Background: an optimization exercise with open tools, aiming at small area and few clock cycles per item. Do not read the settings as production practice.
At most, simulation tests tie the RTL to the original design; equivalence was not proved.
No functional check of the RTL was part of run 5.
Power figures rest on the tool's default switching activity, not on a simulated workload.

<file path="flow/flow/run.sh">
#!/bin/bash
# The standard layout (the standard.sh), with the port buffers that ORFS puts on every
# input and output made the smallest buffer cell instead of the delay buffer it picks itself.
set -e
export BUFFER_PORTS_ARGS="-buffer_cell sky130_fd_sc_hd__buf_1"
bash standard.sh > standard.log 2>&1
</file>
<file path="flow/config.mk">
export PLATFORM = sky130hd
export DESIGN_NAME = xy_stepper_line_interpolator
export DESIGN_NICKNAME = xy_stepper_line_interpolator
export VERILOG_FILES = /design/flow/design.v
export SDC_FILE = /design/flow/constraint.sdc
export NUM_CORES = 4
export LEC_CHECK = 0
export CAP_MARGIN = 20
export CORE_MARGIN = 2
export CORE_UTILIZATION = 40
export CTS_BUF_LIST = sky130_fd_sc_hd__clkbuf_16
export CTS_CLUSTER_DIAMETER = 100
export CTS_CLUSTER_SIZE = 30
export SLEW_MARGIN = 20
</file>
<file path="flow/constraint.sdc">
create_clock -name core_clock -period 9.0 [get_ports {clk_i}]
set_input_delay 1.8000 -clock core_clock [delete_from_list [all_inputs] [get_ports {clk_i}]]
set_output_delay 1.8000 -clock core_clock [all_outputs]
set_load 0.01 [all_outputs]
</file>
<file path="flow/design.v">
`timescale 1ns / 1ps
package xyli_pkg;
  typedef enum logic {
    OP_TICK  = 1'b0,
    OP_START = 1'b1
  } op_e;
  typedef enum logic [1:0] {
    CFG_X_DIR_POL = 2'd0,
    CFG_Y_DIR_POL = 2'd1,
    CFG_X_LIMIT   = 2'd2,
    CFG_Y_LIMIT   = 2'd3
  } cfg_reg_e;
  localparam int unsigned RES_STEP_X = 0;
  localparam int unsigned RES_STEP_Y = 1;
  localparam int unsigned RES_DIR_X  = 2;
  localparam int unsigned RES_DIR_Y  = 3;
  localparam int unsigned RES_BUSY   = 4;
  localparam int unsigned RES_DONE   = 5;
  localparam int unsigned RES_FLAGS  = 6;
  typedef struct packed {
    logic done;
    logic busy;
    logic dir_y;
    logic dir_x;
    logic step_y;
    logic step_x;
  } flags_t;
endpackage
`timescale 1ns / 1ps
module xyli_cfg #(
  parameter int unsigned POS_BITS = 24
) (
  input  logic                 clk_i,
  input  logic                 rst_ni,
  input  logic                 wr_en_i,
  input  xyli_pkg::cfg_reg_e   wr_index_i,
  input  logic [POS_BITS-2:0]  wr_data_i,
  output logic                 x_pol_o,
  output logic                 y_pol_o,
  output logic [POS_BITS-2:0]  x_lim_o,
  output logic [POS_BITS-2:0]  y_lim_o
);
  logic                x_pol_q, y_pol_q;
  logic [POS_BITS-2:0] x_lim_nq, y_lim_nq;
  always_ff @(posedge clk_i or negedge rst_ni) begin
    if (!rst_ni) begin
      x_pol_q <= 1'b0;
      y_pol_q <= 1'b0;
      x_lim_nq <= '0;
      y_lim_nq <= '0;
    end else if (wr_en_i) begin
      unique case (wr_index_i)
        xyli_pkg::CFG_X_DIR_POL: x_pol_q <= wr_data_i[0];
        xyli_pkg::CFG_Y_DIR_POL: y_pol_q <= wr_data_i[0];
        xyli_pkg::CFG_X_LIMIT:   x_lim_nq <= ~wr_data_i;
        xyli_pkg::CFG_Y_LIMIT:   y_lim_nq <= ~wr_data_i;
        default: ;
      endcase
    end
  end
  assign x_pol_o = x_pol_q;
  assign y_pol_o = y_pol_q;
  assign x_lim_o = ~x_lim_nq;
  assign y_lim_o = ~y_lim_nq;
endmodule
`timescale 1ns / 1ps
module xyli_rca #(
  parameter int unsigned N = 8
) (
  input  logic [N-1:0] a_i,
  input  logic [N-1:0] b_i,
  input  logic         c_i,
  output logic [N-1:0] s_o,
  output logic         c_o
);
  logic [N:0] c;
  always_comb begin
    c[0] = c_i;
    for (int unsigned i = 0; i < N; i++) begin
      s_o[i] = a_i[i] ^ b_i[i] ^ c[i];
      c[i+1] = (a_i[i] & b_i[i]) | (c[i] & (a_i[i] ^ b_i[i]));
    end
    c_o = c[N];
  end
endmodule
module xyli_cadd #(
  parameter int unsigned N = 16,
  parameter int unsigned K = 8
) (
  input  logic [N-1:0] a_i,
  input  logic [N-1:0] b_i,
  input  logic         c_i,
  output logic [N-1:0] s_o
);
  logic [K-1:0]   s_lo;
  logic [N-K-1:0] s_h, all1;
  logic           c_lo;
  xyli_rca #(.N(K)) u_lo (
    .a_i (a_i[K-1:0]), .b_i (b_i[K-1:0]), .c_i (c_i), .s_o (s_lo), .c_o (c_lo)
  );
  xyli_rca #(.N(N-K)) u_hi (
    .a_i (a_i[N-1:K]), .b_i (b_i[N-1:K]), .c_i (1'b0), .s_o (s_h), .c_o ()
  );
  always_comb begin
    all1[0] = 1'b1;
    for (int unsigned i = 1; i < N - K; i++) begin
      all1[i] = all1[i-1] & s_h[i-1];
    end
  end
  assign s_o = {s_h ^ (all1 & {(N-K){c_lo}}), s_lo};
endmodule
module xyli_core #(
  parameter int unsigned POS_BITS = 24
) (
  input  logic                        clk_i,
  input  logic                        rst_ni,
  input  logic                        en_i,
  output logic                        busy_o,
  output logic                        planned_o,
  input  xyli_pkg::op_e               op_i,
  input  logic                        rel_i,
  input  logic signed [POS_BITS-1:0]  tgt_x_i,
  input  logic signed [POS_BITS-1:0]  tgt_y_i,
  input  logic                        x_pol_i,
  input  logic                        y_pol_i,
  input  logic        [POS_BITS-2:0]  x_lim_i,
  input  logic        [POS_BITS-2:0]  y_lim_i,
  output xyli_pkg::flags_t            flags_o,
  output logic signed [POS_BITS-1:0]  pos_x_o,
  output logic signed [POS_BITS-1:0]  pos_y_o
);
  localparam int unsigned P  = POS_BITS;    
  localparam int unsigned D  = P + 1;       
  localparam int unsigned W  = P + 2;       
  localparam int unsigned L  = 13;          
  localparam int unsigned PL = 12;          
  logic [P-1:0] cur_x_q, cur_y_q;
  logic         pin_x_q, pin_y_q, phase_q, moving_q, st1_q, st2_q, vp_q;
  logic         sgn_x_q, sgn_y_q, xmaj_q, negx_q, negy_q;
  logic [P-1:0] j_q, mn_q, cntn_q;
  logic [D-1:0] vh_q;
  logic         vc_q;
  logic         fx_q, fy_q, lbx_q, lby_q;
  logic         px_q, py_q, done_q;
  logic [D-1:0] sx, sy, ddx, ddy, bx, by, ex, ey;
  logic [P:0]   nzx, nzy;
  logic [P-1:0] st_ax, st_ay;
  logic         ddx_pos, ddy_pos;
  logic         start_x_pos, start_y_pos;
  logic [D-1:0] dd, dd_a, dd_b;
  logic         dd_s;
  logic [P-1:0] st_mn, st_cnt, jx;
  logic [W-1:0] v0, v0_a, v0_b;
  logic         start, tick, step, neg, step_x, step_y, reached;
  logic [D-1:0] xa;
  logic [L-1:0] vlo;
  logic         vlo_c;
  logic [D-L-1:0] vhi;
  logic [P-1:0] nx, ny;
  logic         nx_c, ny_c;
  logic [P-2:0] lim_nx, lim_ny;
  logic         lx_c, ly_c, hx_c, hy_c;
  logic         pul_x, pul_y;
  logic [P-1:0] cnt_inc;
  logic [P:0]   cnt_b;
  assign start  = en_i && (op_i == xyli_pkg::OP_START);
  assign tick   = en_i && (op_i == xyli_pkg::OP_TICK) && moving_q;
  assign busy_o    = st1_q || st2_q;
  assign planned_o = st1_q;
  assign ex = {tgt_x_i[P-1], tgt_x_i};
  assign ey = {tgt_y_i[P-1], tgt_y_i};
  assign bx = {D{!rel_i}} ^ {cur_x_q[P-1], cur_x_q};
  assign by = {D{!rel_i}} ^ {cur_y_q[P-1], cur_y_q};
  xyli_cadd #(.N(D), .K(12)) u_sx (.a_i(ex), .b_i(bx), .c_i(!rel_i), .s_o(sx));
  xyli_cadd #(.N(D), .K(12)) u_sy (.a_i(ey), .b_i(by), .c_i(!rel_i), .s_o(sy));
  always_comb begin
    ddx = rel_i ? {tgt_x_i[P-1] ^ sx[D-1] ^ sx[P-1], tgt_x_i} : sx;
    ddy = rel_i ? {tgt_y_i[P-1] ^ sy[D-1] ^ sy[P-1], tgt_y_i} : sy;
    nzx[0] = 1'b0;
    nzy[0] = 1'b0;
    for (int unsigned i = 0; i < P; i++) begin
      nzx[i+1] = nzx[i] | ddx[i];
      nzy[i+1] = nzy[i] | ddy[i];
      st_ax[i] = ddx[i] ^ (ddx[D-1] & nzx[i]);
      st_ay[i] = ddy[i] ^ (ddy[D-1] & nzy[i]);
    end
  end
  assign ddx_pos = !negx_q && (j_q != '0);
  assign ddy_pos = !negy_q && (mn_q != '0);
  assign dd_a = {1'b0, j_q};
  assign dd_b = ~{1'b0, mn_q};
  xyli_cadd #(.N(D), .K(16)) u_dd (.a_i(dd_a), .b_i(dd_b), .c_i(1'b1), .s_o(dd));
  assign dd_s   = dd[D-1];
  assign st_mn  = dd_s ? j_q : mn_q;
  assign st_cnt = dd_s ? mn_q : j_q;
  assign jx   = j_q ^ {P{!xmaj_q}};
  assign v0_a = {2'b00, jx};
  assign v0_b = ~{2'b00, mn_q};
  xyli_cadd #(.N(W), .K(16)) u_v0 (.a_i(v0_a), .b_i(v0_b), .c_i(!xmaj_q), .s_o(v0));
  assign neg = vh_q[D-1];
  assign xa  = neg ? {1'b0, jx} : ~{1'b0, mn_q};
  xyli_rca #(.N(L)) u_vlo (
    .a_i (vh_q[L-1:0]), .b_i (xa[L-1:0]), .c_i (neg ? !xmaj_q : 1'b1), .s_o (vlo), .c_o (vlo_c)
  );
  xyli_rca #(.N(D-L)) u_vhi (
    .a_i (vh_q[D-1:L]), .b_i (xa[D-1:L]), .c_i (vc_q), .s_o (vhi), .c_o ()
  );
  xyli_rca #(.N(PL)) u_nxl (
    .a_i (cur_x_q[PL-1:0]), .b_i ({{(PL-1){sgn_x_q}}, 1'b1}), .c_i (1'b0),
    .s_o (nx[PL-1:0]), .c_o (nx_c)
  );
  xyli_rca #(.N(P-PL)) u_nxh (
    .a_i (cur_x_q[P-1:PL]), .b_i ({(P-PL){sgn_x_q}}), .c_i (fx_q),
    .s_o (nx[P-1:PL]), .c_o ()
  );
  xyli_rca #(.N(PL)) u_nyl (
    .a_i (cur_y_q[PL-1:0]), .b_i ({{(PL-1){sgn_y_q}}, 1'b1}), .c_i (1'b0),
    .s_o (ny[PL-1:0]), .c_o (ny_c)
  );
  xyli_rca #(.N(P-PL)) u_nyh (
    .a_i (cur_y_q[P-1:PL]), .b_i ({(P-PL){sgn_y_q}}), .c_i (fy_q),
    .s_o (ny[P-1:PL]), .c_o ()
  );
  assign lim_nx = ~x_lim_i;
  assign lim_ny = ~y_lim_i;
  xyli_rca #(.N(PL)) u_lxl (
    .a_i (nx[PL-1:0]), .b_i (lim_nx[PL-1:0]), .c_i (1'b1), .s_o (), .c_o (lx_c)
  );
  xyli_rca #(.N(P-1-PL)) u_lxh (
    .a_i (nx[P-2:PL]), .b_i (lim_nx[P-2:PL]), .c_i (lbx_q), .s_o (), .c_o (hx_c)
  );
  xyli_rca #(.N(PL)) u_lyl (
    .a_i (ny[PL-1:0]), .b_i (lim_ny[PL-1:0]), .c_i (1'b1), .s_o (), .c_o (ly_c)
  );
  xyli_rca #(.N(P-1-PL)) u_lyh (
    .a_i (ny[P-2:PL]), .b_i (lim_ny[P-2:PL]), .c_i (lby_q), .s_o (), .c_o (hy_c)
  );
  assign pul_x = pin_x_q ? (nx[P-1] || !hx_c) : (!nx[P-1] && (nx != '0));
  assign pul_y = pin_y_q ? (ny[P-1] || !hy_c) : (!ny[P-1] && (ny != '0));
  always_comb begin
    cnt_b[0] = 1'b1;
    for (int unsigned i = 0; i < P; i++) begin
      cnt_inc[i] = cntn_q[i] ^ cnt_b[i];
      cnt_b[i+1] = cnt_b[i] & cntn_q[i];
    end
  end
  assign reached = &cntn_q;
  assign step    = tick && !reached && !phase_q;
  assign step_x  = xmaj_q || neg;
  assign step_y  = !xmaj_q || neg;
  always_ff @(posedge clk_i or negedge rst_ni) begin
    if (!rst_ni) begin
      cur_x_q  <= '0;
      cur_y_q  <= '0;
      pin_x_q  <= 1'b0;
      pin_y_q  <= 1'b0;
      phase_q  <= 1'b0;
      moving_q <= 1'b0;
      st1_q    <= 1'b0;
      st2_q    <= 1'b0;
      vp_q     <= 1'b0;
    end else begin
      st1_q <= start;
      st2_q <= st1_q;
      vp_q  <= step;
      if (start) begin
        moving_q <= 1'b1;
      end
      if (st1_q) begin
        pin_x_q  <= ddx_pos ? x_pol_i : !x_pol_i;
        pin_y_q  <= ddy_pos ? y_pol_i : !y_pol_i;
      end
      if (tick) begin
        if (reached) begin
          moving_q <= 1'b0;
        end else begin
          phase_q <= !phase_q;
        end
      end
      if (step && step_x) cur_x_q <= nx;
      if (step && step_y) cur_y_q <= ny;
    end
  end
  always_ff @(posedge clk_i) begin
    fx_q  <= nx_c;
    fy_q  <= ny_c;
    negx_q <= ddx[D-1];      
    negy_q <= ddy[D-1];
    vc_q   <= vlo_c;         
    lbx_q <= lx_c;
    lby_q <= ly_c;
    if (en_i) begin
      px_q   <= step && step_x && pul_x;
      py_q   <= step && step_y && pul_y;
      done_q <= tick && reached;
    end
    if (start) begin
      j_q     <= st_ax;
      mn_q    <= st_ay;
    end
    if (st1_q) begin
      sgn_x_q <= !ddx_pos;
      sgn_y_q <= !ddy_pos;
      j_q    <= dd[P-1:0];
      mn_q   <= st_mn;
      cntn_q <= ~st_cnt;
      xmaj_q <= !dd_s;
    end else if (step) begin
      cntn_q <= cnt_inc;
    end
    if (st2_q) begin
      vh_q <= v0[W-1:1];
    end else begin
      if (step) begin
        vh_q[L-1:0] <= vlo;
      end
      if (vp_q) begin
        vh_q[D-1:L] <= vhi;
      end
    end
  end
  assign flags_o.step_x = px_q;
  assign flags_o.step_y = py_q;
  assign flags_o.dir_x  = pin_x_q;
  assign flags_o.dir_y  = pin_y_q;
  assign flags_o.busy   = moving_q;
  assign flags_o.done   = done_q;
  assign pos_x_o        = cur_x_q;
  assign pos_y_o        = cur_y_q;
endmodule
`timescale 1ns / 1ps
module xy_stepper_line_interpolator #(
  parameter int unsigned POS_BITS = 24
) (
  input  logic                       clk_i,
  input  logic                       rst_ni,
  input  logic                       s_axis_tvalid,
  output logic                       s_axis_tready,
  input  logic [((2*POS_BITS+7)/8)*8-1:0] s_axis_tdata,
  input  logic [1:0]                 s_axis_tuser,
  output logic                       m_axis_tvalid,
  input  logic                       m_axis_tready,
  output logic [((2*POS_BITS+6+7)/8)*8-1:0] m_axis_tdata,
  input  logic                       cfg_valid_i,
  output logic                       cfg_ready_o,
  input  logic [1:0]                 cfg_index_i,
  input  logic [POS_BITS-2:0]        cfg_data_i
);
  localparam int unsigned OUT_BITS = ((2*POS_BITS+6+7)/8)*8;
  logic                       s_fire;
  logic                       m_vld_q, wr_q, core_busy, core_planned;
  logic                       x_pol, y_pol;
  logic [POS_BITS-2:0]        x_lim, y_lim;
  xyli_pkg::flags_t           flags;
  logic signed [POS_BITS-1:0] pos_x, pos_y;
  assign s_axis_tready = (!m_vld_q || m_axis_tready) && !core_busy && !wr_q;
  assign s_fire        = s_axis_tvalid && s_axis_tready;
  assign cfg_ready_o   = 1'b1;
  always_ff @(posedge clk_i or negedge rst_ni) begin
    if (!rst_ni) begin
      m_vld_q <= 1'b0;
      wr_q    <= 1'b0;
    end else begin
      m_vld_q <= (s_fire && !s_axis_tuser[0]) || core_planned || (m_vld_q && !m_axis_tready);
      wr_q    <= cfg_valid_i;
    end
  end
  xyli_cfg #(
    .POS_BITS (POS_BITS)
  ) u_cfg (
    .clk_i      (clk_i),
    .rst_ni     (rst_ni),
    .wr_en_i    (cfg_valid_i),
    .wr_index_i (xyli_pkg::cfg_reg_e'(cfg_index_i)),
    .wr_data_i  (cfg_data_i),
    .x_pol_o    (x_pol),
    .y_pol_o    (y_pol),
    .x_lim_o    (x_lim),
    .y_lim_o    (y_lim)
  );
  xyli_core #(
    .POS_BITS (POS_BITS)
  ) u_core (
    .clk_i   (clk_i),
    .rst_ni  (rst_ni),
    .en_i    (s_fire),
    .busy_o    (core_busy),
    .planned_o (core_planned),
    .op_i    (xyli_pkg::op_e'(s_axis_tuser[0])),
    .rel_i   (s_axis_tuser[1]),
    .tgt_x_i (s_axis_tdata[POS_BITS-1:0]),
    .tgt_y_i (s_axis_tdata[2*POS_BITS-1:POS_BITS]),
    .x_pol_i (x_pol),
    .y_pol_i (y_pol),
    .x_lim_i (x_lim),
    .y_lim_i (y_lim),
    .flags_o (flags),
    .pos_x_o (pos_x),
    .pos_y_o (pos_y)
  );
  assign m_axis_tvalid = m_vld_q;
  assign m_axis_tdata  = OUT_BITS'({pos_y, pos_x, flags.done, flags.busy, flags.dir_y,
                                    flags.dir_x, flags.step_y, flags.step_x});
endmodule
</file>
<file path="flow/standard.sh">
#!/bin/bash
# synth_recipe.tcl (not shown) runs the flow's synth.tcl, then flattens the netlist and writes it again
# the make line also repeats each setting of config.mk as NAME=value (left out here)
make -C /OpenROAD-flow-scripts/flow DESIGN_CONFIG=/design/flow/config.mk WORK_HOME=/design/flow/orfs CLKGATE_MAP_FILE= SYNTH_SCRIPT=/design/flow/synth_recipe.tcl "${@:-finish}"
</file>
==> notes.md, run 1 <==
status timing/DRC/antenna clean; Core ar. 43400 um2; final hold violation count 0; Net count, final between 2000 and 2500; Sw Ratio 46.5%; Layout fillers ~4300; PwrDens 333 nW/um2; grt met3 use 2.60%; hold crit path type reg -> reg; number of flops mapped to enable cells by yosys 103; DP Cell Count 2419; Mapped Area 17700 um2; final RePlAce weighted congestion 0.906; clk latency of the worst-skew pair 0.51 ns; min Tclk post-route 8.75 ns; final std cells w/o fill 2444; dpl cell area 19000 um2; grt met2 use a little over a third; # DRC 0; routed vias 12900; M1 GR Usage 26.6%; critical path class reg -> reg; Power Total 6.47 mW; Final Max Slew Viols 0; synthesized flop and latch total about 220; synthesized area per cell 10.1 um2; Detailed Route WL 47000 um; Setup crit end kind flip-flop; most frequent cells in the layout 210 x inv_1, 194 x nand2_1, 152 x o21ai_0; grt total ovfl 0; Tightest Pin Transition approximately 0.9 ns; TritonCTS Buffers 12; Die Ht 214 um; Synth Warn # 12; initial DRC count 781; Power Internal ~3.5 mW; leading cell type in the layout, fill and taps excluded inv_1; Max clock buf depth 3; largest net degree at the start of global routing 64; Final setup viols 0; Synth cell types 80; CP Data Arrival Time 9.01 ns; share of cells above drive strength 1 9.36%; async set-reset flop share out of synthesis 48.8%; fin crit share 97.2%; IO Count 139; sequential share of power 27.3%; MaxCap Viol Count 0; root buffer cell clkbuf_16; highest clock rate roughly 110 MHz; Fin Clk Skew 0.0346 ns; Final Cell Area a little under 20000 um2; GRT Total Usage 20.5%; pre-CTS setup slack roughly 0.085 ns; RSZ-0062 raised after global routing false; leakage 8.10 nW; Starting Density about two fifths; Primary FF master, synth dfrtp_1; width of the die 214 um; max_slew headroom 40.5%; Die ar. roughly 46000 um2; vias in the first global route about 13000; CP required 9.27 ns; sequential area share after synthesis about a third; gr busiest metal met2; global-route wire length before repair 74600 um; final setup margin about 0.25 ns; vias per inst 5.28; Port Buffers 135; CP max FO 6; row cnt 76; post-synthesis cell count 1747; Clk pwr share 10.0%; Setup crit start kind flip-flop; detailed-placement wirelength estimate 37300 um; part of the power in combinational logic a little over three fifths; antenna-violating nets left 0; initial antenna violation count 5; CTS tree done; Sw Pwr 3.01 mW; Worst-path clk slew between 0.1 and 0.15 ns; clock tree sinks 215; synth-to-layout area growth 10.2%; CTS H-tree lvls 1; VDD IR-drop max 0.143 mV; wire length per cell 19.2 um; drt pass-1 iters 5
==> repair_timing <==
item / CTS / global route
setup endpoints to repair: 0 / 24
setup buffers: 0 / 1
hold buffers: 0 / 0
gates resized for setup: 0 / 2
==> registers in the layout, summed over array words and instances, names as in the netlist, 23 cells and up <==
| register | count |
|---|---|
| u_cfg.x_lim_nq | 23 |
| u_cfg.y_lim_nq | 23 |
| u_core.cntn_q | 24 |
| u_core.cur_x_q | 24 |
| u_core.cur_y_q | 24 |
| u_core.j_q | 24 |
| u_core.mn_q | 24 |
| u_core.vh_q | 25 |
==> cells by family after synthesis <==
group,after synthesis,share of synthesized area (%)
XOR/XNOR,152,7.54
AND/OR/NAND/NOR,438,12.4
adder cells (fa/ha/maj),235,23.3
other,2,0.0425
buffers and inverters,295,6.64
flip-flops,215,33.2
AO/OA/AOI/OAI,300,10.3
multiplexers,110,6.61
==> layer usage <==
layer  vias to the layer above  share of wire (%)
met5                         -               0.13
met4                         8                2.9
met3                        86                4.1
met2                       308                 50
met1                      6364                 43
li1                       6134                  -
==> final timing paths <==
path / startpoint / endpoint / slack (ns) / cells past startpoint
worst min register to register: u_cfg.y_lim_nq[0] / u_cfg.y_lim_nq[0] / 0.49 / 2
worst max register to register: u_core.mn_q[0] / u_core.cntn_q[20] / 0.25 / 24
worst min-delay path: u_cfg.y_lim_nq[0] / u_cfg.y_lim_nq[0] / 0.49 / 2
min in group asynchronous: rst_ni / u_cfg.x_lim_nq[4] / 1.39 / 1
max in group asynchronous: rst_ni / u_core.st1_q / 6.38 / 2
worst max-delay path: u_core.mn_q[0] / u_core.cntn_q[20] / 0.25 / 24
==> per-stage QoR <==
step / hold WS, ns / setup TNS (ns) / utilization [%]
floorplan: 0.441 / -0.0158 / -
global placement: 0.461 / 0 / 43.8
detailed placement: 0.468 / 0 / 43.8
CTS: 0.495 / 0 / 44.7
global route: 0.527 / 0 / 44.9
finish: 0.491 / 0 / 44.9
==> layout make-up <==
type | count | area [um2] | area share [%]
multi-input combinational | 1238 | 10800 | 55.5
sequential | 215 | 5860 | 30.1
timing repair buffer | 172 | 868 | 4.46
inverter | 213 | 801 | 4.12
tap | 585 | 732 | 3.76
clock buffer | 13 | 325 | 1.67
clock inverter | 7 | 71.3 | 0.367
antenna | 1 | 2.50 | 0.0129
==> synthesized netlist by cell type, types with 27 or more instances <==
cell | number | area, um2
ha_1 | 79 | 988
mux2_2 | 45 | 507
fa_1 | 156 | 3120
dfrtp_1 | 105 | 2630
o21ai_0 | 155 | 776
a21oi_1 | 52 | 260
nor4_1 | 27 | 169
nand2_1 | 194 | 728
mux2i_1 | 63 | 631
xor2_1 | 58 | 508
xnor2_1 | 94 | 823
edfxtp_1 | 103 | 3090
nor2_1 | 60 | 225
clkbuf_1 | 48 | 180
inv_1 | 210 | 788
==> critical path, stage by stage, from the launching register on <==
cell       delay [ns]
edfxtp_1         0.42
ha_1             0.23
fa_1             0.46
fa_2             0.41
fa_2             0.41
fa_2             0.41
fa_2             0.41
fa_2             0.40
fa_2             0.41
fa_2             0.41
fa_2             0.40
fa_2             0.40
fa_1             0.46
fa_2             0.41
fa_2             0.40
fa_1             0.45
fa_1             0.45
and4b_1          0.28
and3_4           0.22
nand3_2          0.12
nor2_4           0.16
xnor2_4          0.21
clkbuf_16        0.24
mux2i_1          0.07
mux2_2           0.28
==> power by group through the flow <==
stage | Clock (mW) | Sequential [mW] | Combinational (mW)
2_1_floorplan | 0 | 1.66 | 3.01
3_3_place_gp | 0 | 1.78 | 3.92
3_5_place_dp | 0 | 1.79 | 4.03
4_1_cts | 0.663 | 1.76 | 4.06
5_1_grt | 0.695 | 1.80 | 4.61
6_report | 0.645 | 1.76 | 4.06
Testbench counts, summed over its fixed seeds: cycles 24,928, items 24,276.
==> run 2: changes to the inputs <==
--- a/flow/config.mk
+++ b/flow/config.mk
@@ -11,4 +11,5 @@
 export CTS_BUF_LIST = sky130_fd_sc_hd__clkbuf_16
 export CTS_CLUSTER_DIAMETER = 100
-export CTS_CLUSTER_SIZE = 30
+export CTS_CLUSTER_SIZE = 25
+export GPL_TIMING_DRIVEN = 0
 export SLEW_MARGIN = 20
==> notes.md, run 2 <==
initial antenna violation count 6 (+1); share of cells above drive strength 1 12.9% (+3.5 points); width of the die 214 um (unchanged); Die ar. 45800 um2 (unchanged); part of the power in combinational logic 63.9% (+1.1 points); MaxCap Viol Count 0 (unchanged); min Tclk post-route 8.80 ns (+0.0586 ns); Setup crit start kind primary input; GRT Total Usage 23.3% (+2.7 points); VDD IR-drop max 0.209 mV (+46%); max_slew headroom 37.0% (-3.6 points); Core ar. 43400 um2 (unchanged); IO Count 139 (unchanged); Largest Register u_core.vh_q; pre-CTS setup slack -1.83 ns (-1.91 ns); most area-consuming cells after synthesis fa_1 18%, edfxtp_1 18%, dfrtp_1 15%; Starting Density 40.7% (unchanged); drt pass-1 iters 5 (unchanged); synthesized flop and latch total 215 (unchanged); most frequent cells in the layout 212 x inv_1, 194 x nand2_1, 149 x o21ai_0; largest net degree at the start of global routing 33 (-48%); Mapped Area 17700 um2 (unchanged); hold crit path type reg -> reg; sequential share of power 25.9% (-1.4 points); most frequent CP cell fa_2; Final setup viols 0 (unchanged); clock tree sinks 215 (unchanged); Detailed Route WL 53200 um (+13%); CP required 9.26 ns (about the same); routed vias 13479 (+4.5%); async set-reset flop share out of synthesis 48.8% (unchanged); PwrDens 335 nW/um2 (+0.61%); final core occ 47.0% (+2.1 points); Crit. Startpoint s_axis_tuser[1]; CP max FO 10 (+4); CP Data Arrival Time 9.06 ns (+0.05 ns); Clk pwr share 10.3% (+0.3 points); hold_buf cts 0 (unchanged); sequential area share after synthesis 33.2% (unchanged); Final Cell Area 20400 um2 (+4.8%); most common cell in the netlist inv_1; Die Ht 214 um (unchanged); Worst Reg-to-Reg Cells 27 (+13%); synthesized area per cell 10.1 um2 (unchanged); leading cell type in the layout, fill and taps excluded inv_1; antenna-violating nets left 0 (unchanged); fin crit share 97.8% (+0.65 points); Post-synth top cells 210 x inv_1, 194 x nand2_1, 156 x fa_1; Power Total 6.82 mW (+5.4%); Layout fillers 4173 (-2.8%); clk latency of the worst-skew pair 0.50 ns (about the same); TritonCTS Buffers 14 (+2); post-synthesis cell count 1747 (unchanged); leakage 8.48 nW (+4.7%); initial DRC count 758 (-2.9%); root buffer cell clkbuf_16; Net count, final 2250 (+3.8%); dpl cell area 19300 um2 (+1.5%); RR Startpoint u_core.j_q[0]; number of flops mapped to enable cells by yosys 103 (unchanged); final RePlAce weighted congestion 0.941 (+3.8%); Power Internal 3.64 mW (+5.0%); setup slack, reg-to-reg 0.24 ns (about the same); Port Buffers 135 (unchanged); Setup crit end kind flip-flop; synth-to-layout area growth 15.5%; DP Cell Count 2473 (+2.2%); Worst-path clk slew 0.10 ns (about the same); # DRC 0 (unchanged); Sw Pwr 3.19 mW (+6.0%); crit-path max cell delay 0.43 ns (-0.03 ns); Synth cell types 80 (unchanged); top-area cell type share of the netlist area 17.7% (unchanged); max reg flops 25 (unchanged); final std cells w/o fill 2530 (+3.5%); vias per inst 5.33 (+0.94%); Worst path slowest cell or4_4; Final Max Slew Viols 0 (unchanged); cell accounting for the most synthesized area fa_1; highest clock rate 114 MHz (-0.67%); detailed-placement wirelength estimate 42700 um (+14%); Worst setup endpoint u_core.mn_q[16]; wire length per cell 21.0 um (+9.3%); Synth Warn # 12 (unchanged); final hold violation count 0 (unchanged); vias in the first global route 14367 (+10%); Sw Ratio 46.7% (+0.24 points); row cnt 76 (unchanged); Fin Clk Skew 0.0224 ns (-0.0123 ns); Tightest Pin Transition 0.946 ns (+0.0546 ns); global-route wire length before repair 83000 um (+11%); Max clock buf depth 3 (unchanged); r2r endpoint u_core.cntn_q[12]; CTS tree done; final setup margin 0.196 ns (-0.0586 ns); Primary FF master, synth dfrtp_1; status timing/DRC/antenna clean; critical path class in -> reg; CTS H-tree lvls 1 (unchanged); grt total ovfl 0 (unchanged)
run 2: cell counts after synthesis:
Identical to the previous run, type by type.
run 2: layout make-up:
class / instances / area (um2) / share of cell area [%]
multi-input cells: 1240 / 11100 / 54.2
flip-flops and latches: 215 / 5860 / 28.7
repair buffers: 174 / 910 / 4.46
inverters: 213 / 805 / 3.95
well taps: 585 / 732 / 3.59
plain buffers: 77 / 564 / 2.77
clock buffers: 15 / 375 / 1.84
clock inverters: 8 / 81.3 / 0.399
diodes: 3 / 7.51 / 0.0368
run 2: per-stage QoR:
stage / hold slack (ns) / TNS (ns)
2_1_floorplan: 0.441 / -0.0158
3_3_place_gp: 0.465 / -85.22
3_5_place_dp: 0.468 / -91.97
4_1_cts: 0.490 / 0
5_1_grt: 0.527 / -0.0111
6_report: 0.484 / 0
run 2: logic make-up after synthesis:
family,synth area share (%)
compound gates,10.3
xor+xnor,7.54
fa+ha+maj,23.3
buf+inv,6.64
flops,33.2
mux,6.61
other cells,0.0425
simple gates,12.4
run 2: what timing repair did:
action,in CTS,in global routing
endpoints found under the hold margin,0,0
pin swaps,14,20
setup buffers,24,9
resized for setup,63,31
setup endpoints to repair,106,95
gates cloned,2,1
run 2: routing by layer:
metal  GRT usage [%]  up-vias  part of all wire [%]
met5               0        -                 0.073
met4            8.22        6                   4.0
met3            3.16      104                   5.1
met2            42.0      386                    50
met1            28.4     6671                    40
li1                -     6312                     -
run 2: critical path: cells and delay by family:
kind | cells | cell delay, ns
AOI/OAI and AO/OA | 2 | 0.31
adders and majority gates | 11 | 3.87
and+or+nand+nor | 2 | 0.64
muxes | 2 | 0.57
buffers and inverters | 12 | 1.53
xor gates and xnor gates | 2 | 0.32
run 2: worst min path at each step:
stage,from,cells after the start,endpoint
after global placement,u_cfg.x_lim_nq[0],2,u_cfg.x_lim_nq[0]
final,u_cfg.x_lim_nq[0],2,u_cfg.x_lim_nq[0]
after global routing,u_cfg.y_lim_nq[20],2,u_cfg.y_lim_nq[20]
after CTS,u_cfg.x_lim_nq[0],2,u_cfg.x_lim_nq[0]
after floorplan,u_cfg.x_lim_nq[0],2,u_cfg.x_lim_nq[0]
after detailed placement,u_cfg.x_lim_nq[0],2,u_cfg.x_lim_nq[0]
run 2: power by group through the flow:
stage                     sequential [mW]  combinational [mW]  clock, mW
after floorplan                      1.66                3.01          0
after global placement               1.78                3.99          0
after detailed placement             1.78                4.13          0
after CTS                            1.76                4.32      0.709
after global routing                 1.79                4.91      0.743
final                                1.76                4.36      0.701
==> run 3: changes to the inputs <==
--- a/flow/config.mk
+++ b/flow/config.mk
@@ -12,4 +12,3 @@
 export CTS_CLUSTER_DIAMETER = 100
 export CTS_CLUSTER_SIZE = 25
-export GPL_TIMING_DRIVEN = 0
 export SLEW_MARGIN = 20
==> notes.md, run 3 <==
status timing/DRC/antenna clean; Final Max Slew Viols 0 (unchanged); # DRC 0 (unchanged); Mapped Area 17700 um2 (unchanged); Synth Warn # 12 (unchanged); critical path class reg -> reg; width of the die 214 um (unchanged); Largest Register u_core.vh_q; async set-reset flop share out of synthesis 48.8% (unchanged); Port Buffers 135 (unchanged); synth-to-layout area growth 10.4%; CP required 9.24 ns (-0.02 ns); Final setup viols 0 (unchanged); Post-synth top cells 210 x inv_1, 194 x nand2_1, 156 x fa_1; fraction of the mapped netlist area in adder cells 23.3% (unchanged); row cnt 76 (unchanged); post-synthesis compound-gate area fraction 10.3% (unchanged); Synth Area in XOR/XNOR 7.54% (unchanged); IO Count 139 (unchanged); Tightest Pin Transition 0.883 ns (-0.0626 ns); drt pass-1 iters 4 (-1); clock tree sinks 215 (unchanged); Detailed Route WL 47000 um (-12%); CP max FO 6 (-4); Synth cell types 80 (unchanged); start point of the worst hold path u_cfg.y_lim_nq[0]; Starting Density 40.7% (unchanged); largest net degree at the start of global routing 64 (+94%); CTS tree done; r2r endpoint u_core.cntn_q[1]; MaxCap Viol Count 0 (unchanged); fin crit share 97.0% (-0.84 points); Die Ht 214 um (unchanged); grt total ovfl 0 (unchanged); Primary FF master, synth dfrtp_1; share of cells above drive strength 1 9.36% (-3.5 points); wire length per cell 19.2 um (-8.6%); TritonCTS Buffers 13 (-1); most common cell in the netlist inv_1; clk latency of the worst-skew pair 0.50 ns (about the same); leading cell type in the layout, fill and taps excluded inv_1; synthesized area per cell 10.1 um2 (unchanged); Die ar. 45800 um2 (unchanged); initial DRC count 757 (-0.13%); Setup crit end kind flip-flop; most frequent cells in the layout 211 x inv_1, 194 x nand2_1, 152 x o21ai_0; highest clock rate 115 MHz (+0.86%); final hold violation count 0 (unchanged); antenna-violating nets left 0 (unchanged); post-synthesis cell count 1747 (unchanged); RSZ-0062 raised after global routing false; largest family of logic cells by synthesized area adder cells; hold_buf cts 0 (unchanged); routed vias 12846 (-4.7%); initial antenna violation count 5 (-1); synthesized flop and latch total 215 (unchanged); max_slew headroom 41.0% (+4.1 points); Simple-Gate Fraction of Synth Area 12.4% (unchanged); RR Startpoint u_core.mn_q[0]; min Tclk post-route 8.73 ns (-0.0753 ns); cell accounting for the most synthesized area fa_1; CTS H-tree lvls 1 (unchanged); root buffer cell clkbuf_16; Net count, final 2168 (-3.6%); Power Total 6.50 mW (-4.7%); VDD IR-drop max 0.161 mV (-23%); leakage 8.12 nW (-4.2%); Max clock buf depth 3 (unchanged); WHS 0.488 ns (+0.00383 ns); GRT Total Usage 20.5% (-2.7 points); Setup crit start kind flip-flop; Worst-path clk slew 0.10 ns (about the same); setup slack, reg-to-reg 0.27 ns (+0.03 ns); sequential area share after synthesis 33.2% (unchanged); final RePlAce weighted congestion 0.906 (-3.7%); number of flops mapped to enable cells by yosys 103 (unchanged); Worst Reg-to-Reg Cells 24 (-11%); max reg flops 25 (unchanged); top-area cell type share of the netlist area 17.7% (unchanged); global-route wire length before repair 74700 um (-10%); detailed-placement wirelength estimate 37300 um (-13%); Hold Path Depth 2 (unchanged); vias per inst 5.25 (-1.4%); Hold Path Sink u_cfg.y_lim_nq[0]; vias in the first global route 13079 (-9.0%); Core ar. 43400 um2 (unchanged); hold crit path type reg -> reg; CP Data Arrival Time 8.97 ns (-0.09 ns); Fin Clk Skew 0.0321 ns (+0.00969 ns); most area-consuming cells after synthesis fa_1 18%, edfxtp_1 18%, dfrtp_1 15%; post-synthesis mux area share 6.61% (unchanged); PwrDens 334 nW/um2 (-0.24%)
run 3: cell types whose count changed in the layout (fill, tap and decap cells not counted), sizes merged, moves of 2 or more:
cell | before | now
bufinv | 0 | 2
diode | 3 | 1
buf | 207 | 168
clkbuf | 58 | 17
clkinv | 4 | 2
run 3: what timing repair did:
item,CTS,global route
resized for setup,0,2
buffers inserted,0,1
endpoints found under the hold margin,0,0
setup endpoints to repair,0,24
run 3: how the worst max path moves through the flow:
stage	from	to	slack, ns	cells past startpoint
4_1_cts	u_core.mn_q[0]	u_core.cntn_q[0]	0.1	24
3_3_place_gp	u_core.j_q[0]	u_core.cntn_q[22]	0.23	25
3_5_place_dp	u_core.mn_q[0]	u_core.cntn_q[19]	0.08	24
5_1_grt	u_core.j_q[0]	u_core.cntn_q[0]	0.01	25
6_report	u_core.mn_q[0]	u_core.cntn_q[1]	0.27	24
2_1_floorplan	s_axis_tuser[1]	u_core.mn_q[16]	-0.02	31
run 3: worst max-delay path: stages (launching register included):
cell and delay [ns]:
edfxtp_1 0.41, ha_1 0.22, fa_1 0.46, fa_2 0.41, fa_2 0.41, fa_2 0.41, fa_2 0.41, fa_2 0.40
fa_2 0.41, fa_2 0.41, fa_2 0.40, fa_2 0.40, fa_1 0.46, fa_2 0.41, fa_2 0.40, fa_1 0.45
fa_1 0.45, and4b_1 0.29, and3_4 0.22, nand3_2 0.11, nor2_4 0.16, xnor2_4 0.21, clkbuf_16 0.24, mux2i_1 0.07
mux2_2 0.27
run 3: cell type report:
type,instances,area (um2)
Tap cell,585,732
Timing Repair Buffer,172,868
Antenna cell,1,2.50
Inverter,213,801
Clock inverter,8,91.3
Fill cell,4283,23900
Multi-Input combinational cell,1238,10800
Clock buffer,13,325
Sequential cell,215,5860
run 3: per-layer routing:
layer / track usage [%] / vias up / share of wire, %
li1: - / 6142 / -
met1: 26.5 / 6289 / 43
met2: 36.2 / 309 / 50
met3: 2.51 / 98 / 4.2
met4: 5.95 / 8 / 3.1
met5: 0 / - / 0.13
run 3: logic make-up (layout without fill, tap and decap cells):
group,after synthesis,in the layout
adder cells (fa/ha/maj),235,235
AO/OA/AOI/OAI,300,300
other,2,4
multiplexers,110,110
AND/OR/NAND/NOR,438,438
flip-flops,215,215
XOR/XNOR,152,152
buffers and inverters,295,406
run 3: stage by stage:
stage	util [%]	cell area, um2	std cells	TNS [ns]	setup slack (ns)
6_report	44.9	19500	2445	0	0.272
3_5_place_dp	43.8	19000	2419	0	0.0849
5_1_grt	44.9	19500	2444	0	0.0127
2_1_floorplan	-	17900	1748	-0.0158	-0.0158
4_1_cts	44.7	19400	2440	0	0.0974
3_3_place_gp	43.8	19000	2419	0	0.228
run 3: where the power goes:
group / switching (mW) / internal, mW / total [mW] / leakage (nW)
combinational: 2.27 / 1.79 / 4.06 / 5.59
clock: 0.357 / 0.317 / 0.674 / 0.217
sequential: 0.371 / 1.40 / 1.77 / 2.32
total: 3.00 / 3.50 / 6.50 / 8.12
==> run 4: changes to the inputs <==
--- a/flow/config.mk
+++ b/flow/config.mk
@@ -9,6 +9,6 @@
 export CORE_MARGIN = 2
 export CORE_UTILIZATION = 40
-export CTS_BUF_LIST = sky130_fd_sc_hd__clkbuf_16
-export CTS_CLUSTER_DIAMETER = 100
-export CTS_CLUSTER_SIZE = 25
+export CTS_BUF_LIST = sky130_fd_sc_hd__clkbuf_8
+export CTS_CLUSTER_DIAMETER = 80
+export CTS_CLUSTER_SIZE = 15
 export SLEW_MARGIN = 20
==> notes.md, run 4 <==
Post-synth top cells 210 x inv_1, 194 x nand2_1, 156 x fa_1; TritonCTS Buffers 19 (+6); initial DRC count 771 (+1.8%); leakage 8.10 nW (-0.29%); Final setup viols 0 (unchanged); GRT Total Usage 20.7% (+0.17 points); CP required 9.32 ns (+0.08 ns); root buffer cell clkbuf_8; # DRC 0 (unchanged); cell accounting for the most synthesized area fa_1; sequential area share after synthesis 33.2% (unchanged); highest clock rate 114 MHz (about the same); Mapped Area 17700 um2 (unchanged); Max clock buf depth 3 (unchanged); grt total ovfl 0 (unchanged); Detailed Route WL 47300 um (+0.76%); CP max FO 12 (+6); leading cell type in the layout, fill and taps excluded inv_1; row cnt 76 (unchanged); async set-reset flop share out of synthesis 48.8% (unchanged); Worst setup endpoint u_core.cntn_q[3]; Power Internal 3.39 mW (-3.1%); detailed-placement wirelength estimate 37300 um (unchanged); Worst-path clk slew 0.11 ns (about the same); Clk pwr share 9.0% (-1.4 points); top-area cell type share of the netlist area 17.7% (unchanged); Worst Reg-to-Reg Cells 24 (unchanged); PwrDens 330 nW/um2 (-1.2%); Primary FF master, synth dfrtp_1; CTS H-tree lvls 1 (unchanged); Fin Setup TNS 0 ns (unchanged); Sw Ratio 46.9% (+0.78 points); max_slew headroom 40.6% (-0.43 points); MaxCap Viol Count 0 (unchanged); hold_buf cts 0 (unchanged); Final Max Slew Viols 0 (unchanged); most area-consuming cells after synthesis fa_1 18%, edfxtp_1 18%, dfrtp_1 15%; Port Buffers 135 (unchanged); antenna-violating nets left 0 (unchanged); clock tree sinks 215 (unchanged); CTS tree done; Sw Pwr 3.00 mW (about the same); vias in the first global route 13121 (+0.32%); synthesized flop and latch total 215 (unchanged); IO Count 139 (unchanged); share of cells above drive strength 1 9.47% (+0.11 points); number of flops mapped to enable cells by yosys 103 (unchanged); initial antenna violation count 5 (unchanged); setup slack, reg-to-reg 0.27 ns (about the same); Net count, final 2173 (+0.23%); Die ar. 45800 um2 (unchanged); min Tclk post-route 8.73 ns (+0.00584 ns); status timing/DRC/antenna clean; width of the die 214 um (unchanged); synthesized area per cell 10.1 um2 (unchanged); critical path class reg -> reg; part of the power in combinational logic 63.4% (+0.9 points); Setup crit start kind flip-flop; Largest Register u_core.vh_q; vias per inst 5.25 (about the same); Crit. Startpoint u_core.mn_q[0]; most frequent cells in the layout 218 x inv_1, 194 x nand2_1, 152 x o21ai_0; wire length per cell 19.3 um (+0.35%); Synth cell types 80 (unchanged); final core occ 44.7% (-0.21 points); Die Ht 214 um (unchanged); global-route wire length before repair 75000 um (+0.39%); clk latency of the worst-skew pair 0.58 ns (+0.08 ns); Core ar. 43400 um2 (unchanged); Fin Clk Skew 0.0427 ns (+0.0106 ns); most common cell in the netlist inv_1; routed vias 12900 (+0.42%); Starting Density 40.7% (unchanged); max reg flops 25 (unchanged); r2r endpoint u_core.cntn_q[3]; post-synthesis cell count 1747 (unchanged); CP Data Arrival Time 9.05 ns (+0.08 ns); hold crit path type reg -> reg; sequential share of power 27.6% (+0.4 points); largest net degree at the start of global routing 64 (unchanged); RR Startpoint u_core.mn_q[0]; final RePlAce weighted congestion 0.906 (unchanged); drt pass-1 iters 7 (+3); VDD IR-drop max 0.152 mV (-5.4%); Power Total 6.39 mW (-1.7%); Setup crit end kind flip-flop; Tightest Pin Transition 0.890 ns (+0.00645 ns); Synth Warn # 12 (unchanged); fin crit share 97.0% (about the same); synth-to-layout area growth 9.83%; final hold violation count 0 (unchanged); RSZ-0062 raised after global routing false
-- run 4: what timing repair did --
item / CTS / global route
gates resized for setup: 0 / 2
setup endpoints to repair: 0 / 24
buffers inserted: 0 / 1
-- run 4: critical path: stages, from the launching register on --
cell,delay [ns]
edfxtp_1,0.41
ha_1,0.22
fa_1,0.46
fa_2,0.41
fa_2,0.41
fa_2,0.41
fa_2,0.41
fa_2,0.40
fa_2,0.41
fa_2,0.41
fa_2,0.40
fa_2,0.40
fa_1,0.46
fa_2,0.41
fa_2,0.40
fa_1,0.45
fa_1,0.45
and4b_1,0.29
and3_4,0.22
nand3_2,0.11
nor2_4,0.16
xnor2_4,0.19
clkbuf_16,0.26
mux2i_1,0.08
mux2_2,0.27
-- run 4: cell type report --
| type | instances | area [um2] |
|---|---|---|
| Timing Repair Buffer | 171 | 857 |
| Sequential cell | 215 | 5860 |
| Tap cell | 585 | 732 |
| Fill cell | 4312 | 24000 |
| Multi-Input combinational cell | 1238 | 10800 |
| Antenna cell | 1 | 2.50 |
| Inverter | 213 | 801 |
| Clock buffer | 20 | 275 |
| Clock inverter | 12 | 60.1 |
-- run 4: cell families after synthesis --
group | count (synthesis) | synth area share (%)
and+or+nand+nor | 438 | 12.4
AOI/OAI and AO/OA | 300 | 10.3
other | 2 | 0.0425
buffers and inverters | 295 | 6.64
DFF | 215 | 33.2
xor gates and xnor gates | 152 | 7.54
muxes | 110 | 6.61
adders and majority gates | 235 | 23.3
-- run 4: worst min-delay path by stage --
| stage | from | cells after the start | slack [ns] | to |
|---|---|---|---|---|
| floorplan | u_cfg.x_lim_nq[0] | 2 | 0.44 | u_cfg.x_lim_nq[0] |
| global placement | u_cfg.y_lim_nq[0] | 2 | 0.46 | u_cfg.y_lim_nq[0] |
| detailed placement | u_cfg.y_lim_nq[0] | 2 | 0.47 | u_cfg.y_lim_nq[0] |
| CTS | u_cfg.y_lim_nq[0] | 2 | 0.49 | u_cfg.y_lim_nq[0] |
| global route | u_cfg.x_lim_nq[0] | 2 | 0.52 | u_cfg.x_lim_nq[0] |
| finish | u_cfg.y_lim_nq[0] | 2 | 0.49 | u_cfg.y_lim_nq[0] |
-- run 4: power by group through the flow --
stage	registers, mW	clock network (mW)	logic, mW
final	1.76	0.575	4.05
after global routing	1.80	0.628	4.60
after CTS	1.76	0.594	4.06
after detailed placement	1.79	0	4.03
after global placement	1.78	0	3.92
after floorplan	1.66	0	3.01
-- run 4: per-layer routing --
layer | global-route usage (%) | part of all wire [%] | routed length [um]
met1 | 26.7 | 43 | 20100
met2 | 36.2 | 49 | 23400
met3 | 2.61 | 4.5 | 2150
met4 | 6.71 | 3.4 | 1590
met5 | 0 | 0.13 | 61
-- run 4: per-stage QoR --
step | setup WS (ns) | hold slack, ns | cell area (um2) | cells
after floorplan | -0.0158 | 0.441 | 17900 | 1748
after global placement | 0.228 | 0.461 | 19000 | 2419
after detailed placement | 0.0849 | 0.468 | 19000 | 2419
after CTS | 0.0860 | 0.492 | 19300 | 2451
after global routing | 0.0192 | 0.521 | 19400 | 2454
final | 0.266 | 0.488 | 19400 | 2455
==> run 5: changes to the inputs <==
--- a/flow/design.v
+++ b/flow/design.v
@@ -190,5 +190,5 @@
   assign dd_a = {1'b0, j_q};
   assign dd_b = ~{1'b0, mn_q};
-  xyli_cadd #(.N(D), .K(16)) u_dd (.a_i(dd_a), .b_i(dd_b), .c_i(1'b1), .s_o(dd));
+  xyli_cadd #(.N(D), .K(13)) u_dd (.a_i(dd_a), .b_i(dd_b), .c_i(1'b1), .s_o(dd));
   assign dd_s   = dd[D-1];
   assign st_mn  = dd_s ? j_q : mn_q;
@@ -197,5 +197,5 @@
   assign v0_a = {2'b00, jx};
   assign v0_b = ~{2'b00, mn_q};
-  xyli_cadd #(.N(W), .K(16)) u_v0 (.a_i(v0_a), .b_i(v0_b), .c_i(!xmaj_q), .s_o(v0));
+  xyli_cadd #(.N(W), .K(14)) u_v0 (.a_i(v0_a), .b_i(v0_b), .c_i(!xmaj_q), .s_o(v0));
   assign neg = vh_q[D-1];
   assign xa  = neg ? {1'b0, jx} : ~{1'b0, mn_q};
--- a/flow/config.mk
+++ b/flow/config.mk
@@ -9,6 +9,6 @@
 export CORE_MARGIN = 2
 export CORE_UTILIZATION = 40
-export CTS_BUF_LIST = sky130_fd_sc_hd__clkbuf_8
-export CTS_CLUSTER_DIAMETER = 80
-export CTS_CLUSTER_SIZE = 15
+export CTS_BUF_LIST = sky130_fd_sc_hd__clkbuf_16
+export CTS_CLUSTER_DIAMETER = 100
+export CTS_CLUSTER_SIZE = 25
 export SLEW_MARGIN = 20
==> notes.md, run 5 <==
setup slack, reg-to-reg 0.33 ns (+0.07 ns); Net count, final 2123 (-2.3%); width of the die 215 um (+0.29%); drt pass-1 iters 5 (-2); RSZ-0062 raised after global routing false; final RePlAce weighted congestion 0.946 (+4.3%); Die ar. 46100 um2 (+0.59%); most frequent cells in the layout 208 x inv_1, 151 x nand2_1, 144 x fa_1; Die Ht 215 um (+0.29%); vias in the first global route 13241 (+0.91%); post-synthesis cell count 1710 (-2.1%); fin crit share 96.3% (-0.77 points); Layout fillers 4262 (-1.2%); MaxCap Viol Count 0 (unchanged); leakage 8.36 nW (+3.2%); Detailed Route WL 47800 um (+0.87%); post-synthesis mux area share 8.39% (+1.8 points); # DRC 0 (unchanged); share of cells above drive strength 1 7.76% (-1.7 points); GRT Total Usage 21.0% (+0.27 points); status timing/DRC/antenna clean; postcts setup bufs 0 (unchanged); min Tclk post-route 8.67 ns (-0.0692 ns); synthesized flop and latch total 215 (unchanged); final std cells w/o fill 2408 (-1.9%); Post-synth top cells 206 x inv_1, 156 x fa_1, 151 x nand2_1; M1 GR Usage 27.1% (+0.35 points); Core ar. 44000 um2 (+1.5%); most area-consuming cells after synthesis fa_1 18%, edfxtp_1 17%, dfrtp_1 15%; vias per inst 5.31 (+0.99%); CTS tree done; IO Count 139 (unchanged); Setup crit end kind flip-flop; synthesized area per cell 10.4 um2 (+2.8%); clk latency of the worst-skew pair 0.52 ns (-0.06 ns); hold_buf cts 0 (unchanged); Synth cell types 87 (+8.8%); Worst-path clk slew 0.10 ns (about the same); Hold Path Depth 2 (unchanged); largest family of logic cells by synthesized area adder cells; highest clock rate 115 MHz (+0.80%); leading cell type in the layout, fill and taps excluded inv_1; Port Buffers 135 (unchanged); grt met2 use 36.4% (+0.22 points); r2r endpoint u_core.mn_q[1]; Final Max Slew Viols 0 (unchanged); Fin Clk Skew 0.0365 ns (-0.00613 ns); VDD IR-drop max 0.195 mV (+28%); root buffer cell clkbuf_16; Max clock buf depth 3 (unchanged); RR Startpoint u_core.mn_q[0]; CP required 9.18 ns (-0.14 ns); final hold violation count 0 (unchanged); Setup crit start kind flip-flop; CTS H-tree lvls 1 (unchanged); clock tree sinks 215 (unchanged); CTS-repair resized insts 0 (unchanged); global-route wire length before repair 76100 um (+1.5%); critical path class reg -> reg; Tightest Pin Transition 0.780 ns (-0.110 ns); max reg flops 25 (unchanged); initial antenna violation count 2 (-3); Mapped Area 17800 um2 (+0.60%); wire length per cell 19.8 um (+2.8%); fraction of the mapped netlist area in adder cells 23.2% (-0.14 points); number of flops mapped to enable cells by yosys 103 (unchanged); Power Total 6.84 mW (+7.1%); post-synthesis compound-gate area fraction 9.81% (-0.46 points); grt total ovfl 0 (unchanged); synth-to-layout area growth 9.43%; CP Data Arrival Time 8.85 ns (-0.20 ns); Hold Path Sink u_cfg.x_lim_nq[1]; Synth Area in XOR/XNOR 7.48% (-0.059 points); # diodes 0 (-1); cell accounting for the most synthesized area fa_1; gr busiest metal met2; TritonCTS Buffers 14 (-5); Simple-Gate Fraction of Synth Area 11.5% (-0.88 points); hold crit path type reg -> reg; Largest Register u_core.vh_q; most common cell in the netlist inv_1; sequential area share after synthesis 33.0% (-0.20 points); CP max FO 24 (+12); multi-input logic area 10800 um2 (+0.21%); Starting Density 40.3% (-0.38 points); start point of the worst hold path u_cfg.x_lim_nq[1]; Final setup viols 0 (unchanged); row cnt 77 (+1.3%); routed vias 12778 (-0.95%); PwrDens 352 nW/um2 (+6.8%); final core occ 44.1% (-0.57 points); Worst Reg-to-Reg Cells 21 (-13%); DP Cell Count 2383 (-1.5%); Register Area 5860 um2 (about the same); largest net degree at the start of global routing 74 (+16%); Primary FF master, synth dfrtp_1; Synth Warn # 10 (-2); initial DRC count 906 (+18%); detailed-placement wirelength estimate 38600 um (+3.6%); max_slew headroom 48.0% (+7.4 points); grt met3 use 3.09% (+0.48 points); antenna-violating nets left 0 (unchanged); async set-reset flop share out of synthesis 48.8% (unchanged); top-area cell type share of the netlist area 17.6% (-0.11 points)
[run 5: cell count changes in the layout (fill, tap and decap cells not counted), sizes merged, moves of 8 or more]
cell   before  now
buf       167  159
nor2       60   52
mux2i      63   97
o21ai     158  133
nand2     194  151
or2        12    4
inv       222  214
nand3      19   31
[run 5: per-layer routing]
metal	vias up	routed length, um
met5	-	31
met1	6299	20100
met4	4	1560
met3	92	2450
met2	330	23600
li1	6053	-
[run 5: kinds of logic after synthesis]
kind of cell,count (synthesis)
buffers and inverters,289
AOI/OAI and AO/OA,278
and+or+nand+nor,398
xor gates and xnor gates,150
muxes,143
DFF,215
adders and majority gates,235
other,2
[run 5: through the flow]
stage | worst slack [ns] | setup TNS (ns) | hold slack [ns] | instance area (um2)
floorplan | -0.0527 | -0.0527 | 0.432 | 17900
global placement | 0.394 | 0 | 0.463 | 18900
detailed placement | 0.239 | 0 | 0.479 | 18900
CTS | 0.199 | 0 | 0.503 | 19400
global route | 0.0138 | 0 | 0.524 | 19400
finish | 0.335 | 0 | 0.493 | 19400
[run 5: worst max-delay path by stage]
stage	start	end	slack, ns	cells past startpoint
2_1_floorplan	s_axis_tuser[1]	u_core.mn_q[23]	-0.05	32
3_3_place_gp	u_core.mn_q[0]	u_core.mn_q[20]	0.39	20
3_5_place_dp	u_core.j_q[0]	u_core.mn_q[18]	0.24	21
4_1_cts	u_core.mn_q[0]	u_core.mn_q[1]	0.20	20
5_1_grt	u_core.j_q[0]	u_core.mn_q[1]	0.01	22
6_report	u_core.mn_q[0]	u_core.mn_q[1]	0.33	21
[run 5: report_power, final]
part | internal [mW] | leakage [nW] | switching (mW)
Combinational | 1.87 | 5.85 | 2.44
Clock | 0.350 | 0.249 | 0.389
Sequential | 1.42 | 2.26 | 0.369
[run 5: layout make-up]
| cell class | instances | area share [%] |
|---|---|---|
| multi-input combinational | 1207 | 55.7 |
| sequential | 215 | 30.2 |
| inverter | 209 | 4.04 |
| tap | 592 | 3.81 |
| timing repair buffer | 161 | 3.75 |
| clock buffer | 15 | 1.93 |
| clock inverter | 9 | 0.612 |
[run 5: critical path: stages, from the launching register on]
cell,delay [ns]
edfxtp_1,0.51
ha_1,0.26
fa_1,0.45
fa_1,0.46
fa_1,0.47
fa_1,0.46
fa_1,0.46
fa_1,0.47
fa_1,0.47
fa_1,0.48
fa_1,0.47
fa_1,0.46
fa_1,0.46
fa_1,0.44
and4b_1,0.33
and3_1,0.31
nand4_1,0.18
nor2_2,0.25
xnor2_4,0.23
buf_16,0.24
o21bai_2,0.11
buf_4,0.34
==> run 6: changes to the inputs <==
--- a/flow/design.v
+++ b/flow/design.v
@@ -78,6 +78,6 @@
     c[0] = c_i;
     for (int unsigned i = 0; i < N; i++) begin
-      s_o[i] = a_i[i] ^ b_i[i] ^ c[i];
-      c[i+1] = (a_i[i] & b_i[i]) | (c[i] & (a_i[i] ^ b_i[i]));
+      s_o[i] = ~(a_i[i] ^ b_i[i] ^ ~c[i]);
+      c[i+1] = ~((~a_i[i] & ~b_i[i]) | (~c[i] & (~a_i[i] | ~b_i[i])));
     end
     c_o = c[N];
@@ -138,5 +138,5 @@
   logic         pin_x_q, pin_y_q, phase_q, moving_q, st1_q, st2_q, vp_q;
   logic         sgn_x_q, sgn_y_q, xmaj_q, negx_q, negy_q;
-  logic [P-1:0] j_q, mn_q, cntn_q;
+  logic [P-1:0] j_q, mnn_q, cntn_q;
   logic [D-1:0] vh_q;
   logic         vc_q;
@@ -187,17 +187,17 @@
   end
   assign ddx_pos = !negx_q && (j_q != '0);
-  assign ddy_pos = !negy_q && (mn_q != '0);
+  assign ddy_pos = !negy_q && (mnn_q != '1);
   assign dd_a = {1'b0, j_q};
-  assign dd_b = ~{1'b0, mn_q};
+  assign dd_b = {1'b1, mnn_q};
   xyli_cadd #(.N(D), .K(13)) u_dd (.a_i(dd_a), .b_i(dd_b), .c_i(1'b1), .s_o(dd));
   assign dd_s   = dd[D-1];
-  assign st_mn  = dd_s ? j_q : mn_q;
-  assign st_cnt = dd_s ? mn_q : j_q;
+  assign st_mn  = dd_s ? ~j_q : mnn_q;      
+  assign st_cnt = dd_s ? mnn_q : ~j_q;      
   assign jx   = j_q ^ {P{!xmaj_q}};
   assign v0_a = {2'b00, jx};
-  assign v0_b = ~{2'b00, mn_q};
+  assign v0_b = {2'b11, mnn_q};
   xyli_cadd #(.N(W), .K(14)) u_v0 (.a_i(v0_a), .b_i(v0_b), .c_i(!xmaj_q), .s_o(v0));
   assign neg = vh_q[D-1];
-  assign xa  = neg ? {1'b0, jx} : ~{1'b0, mn_q};
+  assign xa  = neg ? {1'b0, jx} : {1'b1, mnn_q};
   xyli_rca #(.N(L)) u_vlo (
     .a_i (vh_q[L-1:0]), .b_i (xa[L-1:0]), .c_i (neg ? !xmaj_q : 1'b1), .s_o (vlo), .c_o (vlo_c)
@@ -297,5 +297,5 @@
     if (start) begin
       j_q     <= st_ax;
-      mn_q    <= st_ay;
+      mnn_q   <= ~st_ay;
     end
     if (st1_q) begin
@@ -303,6 +303,6 @@
       sgn_y_q <= !ddy_pos;
       j_q    <= dd[P-1:0];
-      mn_q   <= st_mn;
-      cntn_q <= ~st_cnt;
+      mnn_q  <= st_mn;
+      cntn_q <= st_cnt;
       xmaj_q <= !dd_s;
     end else if (step) begin
--- a/flow/config.mk
+++ b/flow/config.mk
@@ -9,6 +9,6 @@
 export CORE_MARGIN = 2
 export CORE_UTILIZATION = 40
-export CTS_BUF_LIST = sky130_fd_sc_hd__clkbuf_16
-export CTS_CLUSTER_DIAMETER = 100
-export CTS_CLUSTER_SIZE = 25
+export CTS_BUF_LIST = sky130_fd_sc_hd__clkbuf_4
+export CTS_CLUSTER_DIAMETER = 60
+export CTS_CLUSTER_SIZE = 10
 export SLEW_MARGIN = 20
==> notes.md, run 6 <==
vias per inst 5.21 (-1.9%); most area-consuming cells after synthesis fa_1 19%, edfxtp_1 19%, dfrtp_1 16%; most frequent CP cell fa_1; final hold violation count 0 (unchanged); share of cells above drive strength 1 13.1% (+5.4 points); Layout fillers 3947 (-7.4%); Mapped Area 16600 um2 (-6.3%); Synth Warn # 10 (unchanged); antenna-violating nets left 0 (unchanged); synth-to-layout area growth 10.0%; wire length per cell 18.8 um (-5.0%); fin crit share 94.4% (-1.9 points); number of flops mapped to enable cells by yosys 103 (unchanged); Synth Area in XOR/XNOR 8.68% (+1.2 points); WP buf/inv 1 (-1); hold crit path type reg -> reg; VDD IR-drop max 0.174 mV (-11%); Simple-Gate Fraction of Synth Area 9.92% (-1.6 points); largest net degree at the start of global routing 82 (+11%); detailed-placement wirelength estimate 33500 um (-13%); leading cell type in the layout, fill and taps excluded fa_1; final core occ 44.7% (+0.59 points); TritonCTS Buffers 28 (+14); Port Buffers 135 (unchanged); min Tclk post-route 8.49 ns (-0.171 ns); final std cells w/o fill 2217 (-7.9%); async set-reset flop share out of synthesis 48.8% (unchanged); final RePlAce weighted congestion 0.891 (-5.8%); Post-synth top cells 156 x fa_1, 142 x inv_1, 140 x nand2_1; clk latency of the worst-skew pair 0.74 ns (+0.22 ns); CTS H-tree lvls 1 (unchanged); cell accounting for the most synthesized area fa_1; synthesized area per cell 10.9 um2 (+4.8%); RSZ-0062 raised after global routing false; DP Cell Count 2164 (-9.2%); Die ar. 43200 um2 (-6.2%); post-synthesis compound-gate area fraction 8.35% (-1.5 points); global-route wire length before repair 67200 um (-12%); Tightest Pin Transition 0.869 ns (+0.0888 ns); CP required 9.51 ns (+0.33 ns); post-synthesis mux area share 10.0% (+1.7 points); initial DRC count 699 (-23%); CP max FO 6 (-75%); Final Max Slew Viols 0 (unchanged); postcts setup bufs 0 (unchanged); initial antenna violation count 3 (+1); Synth cell types 81 (-6.9%); MaxCap Viol Count 0 (unchanged); vias in the first global route 12026 (-9.2%); critical path class reg -> reg; IO Count 139 (unchanged); grt total ovfl 0 (unchanged); Starting Density 40.7% (+0.33 points); Setup crit end kind flip-flop; fraction of the mapped netlist area in adder cells 22.7% (-0.47 points); GRT Total Usage 19.7% (-1.3 points); Fin Clk Skew 0.0416 ns (+0.00506 ns); PwrDens 343 nW/um2 (-2.6%); routed vias 11546 (-9.6%); Primary FF master, synth dfrtp_1; CP Data Arrival Time 9.01 ns (+0.16 ns); Setup crit start kind flip-flop; most frequent cells in the layout 152 x fa_1, 142 x inv_1, 140 x nand2_1; row cnt 74 (-3.9%); sequential area share after synthesis 35.2% (+2.2 points); Max clock buf depth 3 (unchanged); CTS tree done; crit-path max cell delay 0.55 ns (+0.04 ns); drt pass-1 iters 5 (unchanged); leakage 7.51 nW (-10%); # DRC 0 (unchanged); highest clock rate 118 MHz (+2.0%); Final Cell Area 18300 um2 (-5.8%); root buffer cell clkbuf_4; crit path cell chain nor2_1, a21oi_1, fa_1, fa_1, fa_1, fa_1, fa_1, fa_1, fa_1, fa_1, fa_1, fa_1, fa_1, fa_1, fa_1, inv_1, nand3_1, or3_1, nor3_2, nand2b_1, nor3_1, nand2_1, xor2_1, mux2_2; dpl cell area 17900 um2 (-5.6%); Crit path max-delay family adder cells; top-area cell type share of the netlist area 18.8% (+1.2 points); Worst path slowest cell edfxtp_1; status timing/DRC/antenna clean; width of the die 208 um (-3.1%); Power Total 6.28 mW (-8.3%); max_slew headroom 42.1% (-5.9 points); Core ar. 40900 um2 (-7.1%); Largest Register u_core.vh_q; Net count, final 1933 (-8.9%); Worst-path clk slew 0.12 ns (+0.02 ns); Detailed Route WL 41800 um (-13%); Die Ht 208 um (-3.1%); Fin Setup TNS 0 ns (unchanged); Final setup viols 0 (unchanged); most common cell in the netlist fa_1; largest family of logic cells by synthesized area adder cells; max reg flops 25 (unchanged); synthesized flop and latch total 215 (unchanged); clock tree sinks 215 (unchanged); post-synthesis cell count 1529 (-11%)
-- run 6: cell types whose count changed in the layout (fill, tap and decap cells not counted), sizes merged, moves of 12 or more --
| cell | before | now |
|---|---|---|
| xor2 | 61 | 92 |
| mux2 | 46 | 93 |
| nand3 | 31 | 19 |
| o21ai | 133 | 117 |
| maj3 | 0 | 20 |
| clkbuf | 17 | 45 |
| inv | 214 | 145 |
| nor4 | 32 | 18 |
| xnor2 | 89 | 72 |
| nor3 | 23 | 9 |
| ha | 79 | 35 |
| mux2i | 97 | 62 |
-- run 6: worst min-delay path, cell delays in order (launching register included) --
cell and delay [ns]:
dfrtp_1 0.35, nand2_1 0.05, o21ai_0 0.06
-- run 6: repair_timing --
action	in CTS	in global routing
resized for setup	0	1
hold buffers	0	0
setup endpoints to repair	0	1
-- run 6: final cells by class --
| cell class | count | area, um2 | area share, % |
|---|---|---|---|
| multi-input combinational | 1104 | 10000 | 54.7 |
| clock buffer | 43 | 323 | 1.76 |
| sequential | 215 | 5860 | 32.0 |
| tap | 532 | 666 | 3.64 |
| clock inverter | 9 | 121 | 0.663 |
| antenna | 1 | 2.50 | 0.0137 |
| inverter | 143 | 539 | 2.95 |
| timing repair buffer | 170 | 777 | 4.24 |
-- run 6: final timing paths --
| check | slack (ns) | cells after the start | to | startpoint |
|---|---|---|---|---|
| setup reg to reg | 0.51 | 24 | u_core.vh_q[23] | u_core.j_q[0] |
| hold / removal | 0.49 | 2 | u_cfg.y_lim_nq[0] | u_cfg.y_lim_nq[0] |
| min in group asynchronous | 1.17 | 1 | u_cfg.x_lim_nq[6] | rst_ni |
| hold reg to reg | 0.49 | 2 | u_cfg.y_lim_nq[0] | u_cfg.y_lim_nq[0] |
| max in group asynchronous | 6.60 | 2 | u_cfg.x_lim_nq[12] | rst_ni |
| setup / recovery | 0.51 | 24 | u_core.vh_q[23] | u_core.j_q[0] |
-- run 6: cell families after synthesis --
group	after synthesis
compound gates	238
xor+xnor	164
fa+ha+maj	211
buf+inv	211
flops	215
mux	155
other cells	2
simple gates	333
-- run 6: metrics by stage --
step	hold WS, ns	worst slack, ns
final	0.491	0.506
after global routing	0.540	0.0566
after CTS	0.494	0.282
after detailed placement	0.470	0.0195
after global placement	0.458	0.184
after floorplan	0.441	-0.0290
-- run 6: power breakdown --
group          switching [mW]  internal, mW
Clock                   0.369         0.307
Sequential              0.370          1.42
Combinational            2.07          1.74
-- run 6: per-layer routing --
| metal | track usage [%] | routed length, um |
|---|---|---|
| met5 | 0 | 36 |
| met4 | 7.34 | 1650 |
| met3 | 3.68 | 2280 |
| met2 | 33.5 | 20400 |
| met1 | 24.9 | 17400 |
Testbench counts of run 6, summed over its fixed seeds: cycles 24,928, items 24,276.

## re-timing with driven ports
No port has a modelled driver above. Below, the same layouts with a new extraction and two added sets of constraints.
Step 1 assumes that a clkbuf_16 drives the clock port and a buf_2 every other input.
Step 2 times the ports against the registers' clock, not the clock port: input delays grow and output delays shrink by t, the midpoint of the rising clock arrivals with the driver on.
a / b / c = ideal / step 1 / step 2; a / b = the first two.
| run | t, ns | setup WS [ns] | pins driven straight from the clock port |
|---|---|---|---|
| run 1 | 0.542 | 0.255 / 0.255 / 0.195 | 1 |
| run 2 | 0.545 | 0.196 / 0.225 / -0.320 | 1 |
| run 3 | 0.530 | 0.272 / 0.272 / 0.164 | 1 |
| run 4 | 0.607 | 0.266 / 0.266 / 0.185 | 1 |
| run 5 | 0.555 | 0.335 / 0.335 / 0.335 | 1 |
| run 6 | 0.769 | 0.506 / 0.506 / 0.055 | 1 |
Met with ideal ports but missed after step 2: setup timing in run 2. For run 2, which loses most, drivers alone change the setup slack by +0.029 ns; drivers and shift together by -0.516 ns.
